Background: an optimization exercise with open tools, aiming at small area. Do not read the settings as production practice.
Only simulation tests tie the RTL to the original design; equivalence was not proved.
Power and IR drop assume default switching activity.

Design fm_voice, start of the top module:
module fm_voice (
	input logic clk37,
	input logic rst,
	input logic cmd_valid,
	input logic [31:0] cmd_data,
	output logic signed [15:0] sample,
	output logic sample_valid,
	output logic cmd_busy
);
For scale: ~5,600 cells after synthesis, about 2,600 flip-flops, about 53 I/O pins.
export LEC_CHECK = 0
export CAP_MARGIN = 20
export CORE_MARGIN = 2
export CORE_UTILIZATION = 70
export CTS_BUF_LIST = sky130_fd_sc_hd__clkbuf_16
export CTS_CLUSTER_DIAMETER = 60
export CTS_CLUSTER_SIZE = 30
export PLACE_DENSITY = 0.8
export SLEW_MARGIN = 20
create_clock -name core_clock -period 10.0 [get_ports {clk37}]
standard.sh (not shown) runs the stock make flow with config.mk's settings and CLKGATE_MAP_FILE= SYNTH_SCRIPT=/design/flow/synth_recipe.tcl, a recipe that flattens the netlist after the stock synthesis.
==> flow/flow/run.sh <==
#!/bin/bash
# The standard layout (standard.sh), except that clock tree synthesis adds
# no dummy loads to balance the tree. The full tool output goes to standard.log
# here and to the ORFS logs under orfs/logs.
set -e
cd "$(dirname "$0")/.."
export CTS_ARGS="-sink_clustering_enable -repair_clock_nets -dont_use_dummy_load -sink_clustering_size 35 -sink_clustering_max_diameter 55 -buf_list sky130_fd_sc_hd__clkbuf_16"
bash standard.sh > standard.log 2>&1
Change:
==> flow/flow/run.sh (replaced) <==
#!/bin/bash
# The standard layout (standard.sh), except that clock tree synthesis adds
# no dummy loads to balance the tree. The full tool output goes to standard.log
# here and to the ORFS logs under orfs/logs.
set -e
cd "$(dirname "$0")/.."
export CTS_ARGS="-sink_clustering_enable -repair_clock_nets -dont_use_dummy_load -sink_clustering_size 30 -sink_clustering_max_diameter 60 -buf_list sky130_fd_sc_hd__clkbuf_16"
bash standard.sh > standard.log 2>&1
Settings changed: CAP_MARGIN 20 to 0, GPL_TIMING_DRIVEN set to 0, SLEW_MARGIN 20 to 0.
Effect: Global-route usage went up by 4.1 points; die area does not change; combinational power increases by about 20%; worst setup slack got worse by 0.079 ns; synthesized cell count is unchanged.
Change:
==> flow/run.sh (new file) <==
#!/bin/bash
# synth_recipe.tcl (not shown) runs the flow's synth.tcl, then flattens the netlist and writes it again
# the make line also repeats each setting of config.mk as NAME=value (left out here)
make -C /OpenROAD-flow-scripts/flow DESIGN_CONFIG=/design/flow/config.mk WORK_HOME=/design/flow/orfs CLKGATE_MAP_FILE= SYNTH_SCRIPT=/design/flow/synth_recipe.tcl finish
Settings changed: CAP_MARGIN 0 to 20, CORE_UTILIZATION 70 to 80, GPL_TIMING_DRIVEN 0 to not set, PLACE_DENSITY 0.8 to 0.88, SLEW_MARGIN 0 to 20.
removed: flow/flow/run.sh
removed: flow/standard.sh
Outcome: Now the flow completed, yet does not pass: max-slew violations; non-clock buffer count fell by 208; sequential power is about the same; setup slack improves by 0.15 ns; total power grows by 2.3%; hold slack gains 0.045 ns; count of clock-buffer cells in the layout came out lower by 9; cell area falls by 0.53%; final cell count drops by 4.5%; global-route usage climbs by 3.8 points; clock power climbs by 8.4%.
Change:
==> flow/flow/run.sh (new file) <==
#!/bin/bash
# The standard layout (standard.sh), except that clock tree synthesis adds
# no dummy loads to balance the tree. The full tool output goes to standard.log
# here and to the ORFS logs under orfs/logs.
set -e
cd "$(dirname "$0")/.."
export BUFFER_PORTS_ARGS="-buffer_cell sky130_fd_sc_hd__buf_1"
export CTS_ARGS="-sink_clustering_enable -repair_clock_nets -dont_use_dummy_load -sink_clustering_size 30 -sink_clustering_max_diameter 60 -buf_list sky130_fd_sc_hd__clkbuf_16"
bash standard.sh > standard.log 2>&1
==> flow/standard.sh (new file) <==
#!/bin/bash
# synth_recipe.tcl (not shown) runs the flow's synth.tcl, then flattens the netlist and writes it again
# the make line also repeats each setting of config.mk as NAME=value (left out here)
make -C /OpenROAD-flow-scripts/flow DESIGN_CONFIG=/design/flow/config.mk WORK_HOME=/design/flow/orfs CLKGATE_MAP_FILE= SYNTH_SCRIPT=/design/flow/synth_recipe.tcl "${@:-finish}"
Settings changed: CORE_UTILIZATION 80 to 70, PLACE_DENSITY 0.88 to 0.8.
removed: flow/run.sh
Now the flow finished clean. Core utilization is lower by 11 points. Total power is lower by 2.7%. Synthesized cell count stays the same. Sequential power hardly moves. Area after synthesis is unchanged. First-iteration DRC count is lower by about 30%. Routed wire length is lower by about 12%.

* * *

Starting RTL as in the previous note.
// fm_voice
module fm_voice (
	input logic clk37,
	input logic rst,
	input logic cmd_valid,
	input logic [31:0] cmd_data,
	output logic signed [15:0] sample,
	output logic sample_valid,
	output logic cmd_busy
);
==> flow/config.mk <==
export PLATFORM = sky130hd
export DESIGN_NAME = fm_voice
export DESIGN_NICKNAME = fm_voice
export VERILOG_FILES = /design/flow/design.v
export SDC_FILE = /design/flow/constraint.sdc
export NUM_CORES = 4
export LEC_CHECK = 0
export CAP_MARGIN = 20
export CORE_MARGIN = 2
export CORE_UTILIZATION = 70
export CTS_BUF_LIST = sky130_fd_sc_hd__clkbuf_16
export CTS_CLUSTER_DIAMETER = 60
export CTS_CLUSTER_SIZE = 30
export PLACE_DENSITY = 0.8
export SLEW_MARGIN = 20
==> flow/constraint.sdc <==
create_clock -name core_clock -period 10.0 [get_ports {clk37}]
set_input_delay 2.0000 -clock core_clock [delete_from_list [all_inputs] [get_ports {clk37}]]
set_output_delay 2.0000 -clock core_clock [all_outputs]
set_load 0.01 [all_outputs]
==> flow/flow/run.sh <==
#!/bin/bash
# Standard layout, with clock tree synthesis told not to add dummy loads
set -e
cd "$(dirname "$0")/.."
export CTS_ARGS="-sink_clustering_enable -repair_clock_nets -dont_use_dummy_load -sink_clustering_size 30 -sink_clustering_max_diameter 60 -buf_list sky130_fd_sc_hd__clkbuf_16"
mkdir -p benchfiles
cp standard.sh synth_recipe.tcl config.mk constraint.sdc benchfiles/
bash standard.sh > standard.log 2>&1
The first run completed without violations.
Rerun with:
--- a/flow/flow/run.sh
+++ b/flow/flow/run.sh
@@ -2 +2,3 @@
-# Standard layout, with clock tree synthesis told not to add dummy loads
+# The standard layout (standard.sh), except that clock tree synthesis adds
+# no dummy loads to balance the tree. The full tool output goes to standard.log
+# here and to the ORFS logs under orfs/logs.
@@ -6,2 +7,0 @@
-mkdir -p benchfiles
-cp standard.sh synth_recipe.tcl config.mk constraint.sdc benchfiles/
--- a/flow/config.mk
+++ b/flow/config.mk
@@ -7,0 +8 @@
+export ABC_AREA = 1
Effect: Die area fell by 0.32%. Worst setup slack gets worse by 0.049 ns. Final cell count rose by 6.9%. Critical path depth rose by 2. Count of clock-buffer cells in the layout rose by 12.
Rerun with:
--- a/flow/config.mk
+++ b/flow/config.mk
@@ -8 +7,0 @@
-export ABC_AREA = 1
Effect: Wire length is lower by a few percent. Setup slack improved by 0.049 ns. Die area climbs slightly. Power drops by a few percent. Flip-flop and latch count stays the same.

## afterwards: timing with drivers on the ports
How much do the figures lean on ideal ports? The routed layouts below were timed once more, with nothing changed but the port constraints.
Step 1 (the two cells are an assumption about what drives the block):
set clk [get_ports {clk37}]
set_driving_cell -lib_cell sky130_fd_sc_hd__clkbuf_16 $clk
set_driving_cell -lib_cell sky130_fd_sc_hd__buf_2 [delete_from_list [all_inputs] $clk]
Step 2 also shifts input and output timing later by t, the mid clock arrival at the registers, as if the neighbouring blocks saw the same clock.
a / b / c = ideal ports / drivers / drivers and shift; a / b = the first two.
run | shift t [ns] | setup WS [ns] | clock arrival spread, ns | worst slew at a driven data input, ns
the first run of note 1 | 0.797 | 0.368 / 0.368 / 0.368 | 0.104 / 0.103 | 0.14
the second run of note 1 | 0.808 | 0.289 / 0.289 / 0.289 | 0.095 / 0.095 | 0.07
the third run of note 1 | 0.808 | 0.434 / 0.434 / 0.434 | 0.045 / 0.045 | 0.12
the fourth run of note 1 | 0.799 | 0.430 / 0.430 / 0.430 | 0.092 / 0.092 | 0.12
the first run of note 2 | 0.766 | 0.395 / 0.395 / 0.395 | 0.108 / 0.108 | 0.13
the second run of note 2 | 0.789 | 0.346 / 0.346 / 0.346 | 0.091 / 0.091 | 0.11
the third run of note 2 | 0.766 | 0.395 / 0.395 / 0.395 | 0.108 / 0.108 | 0.13
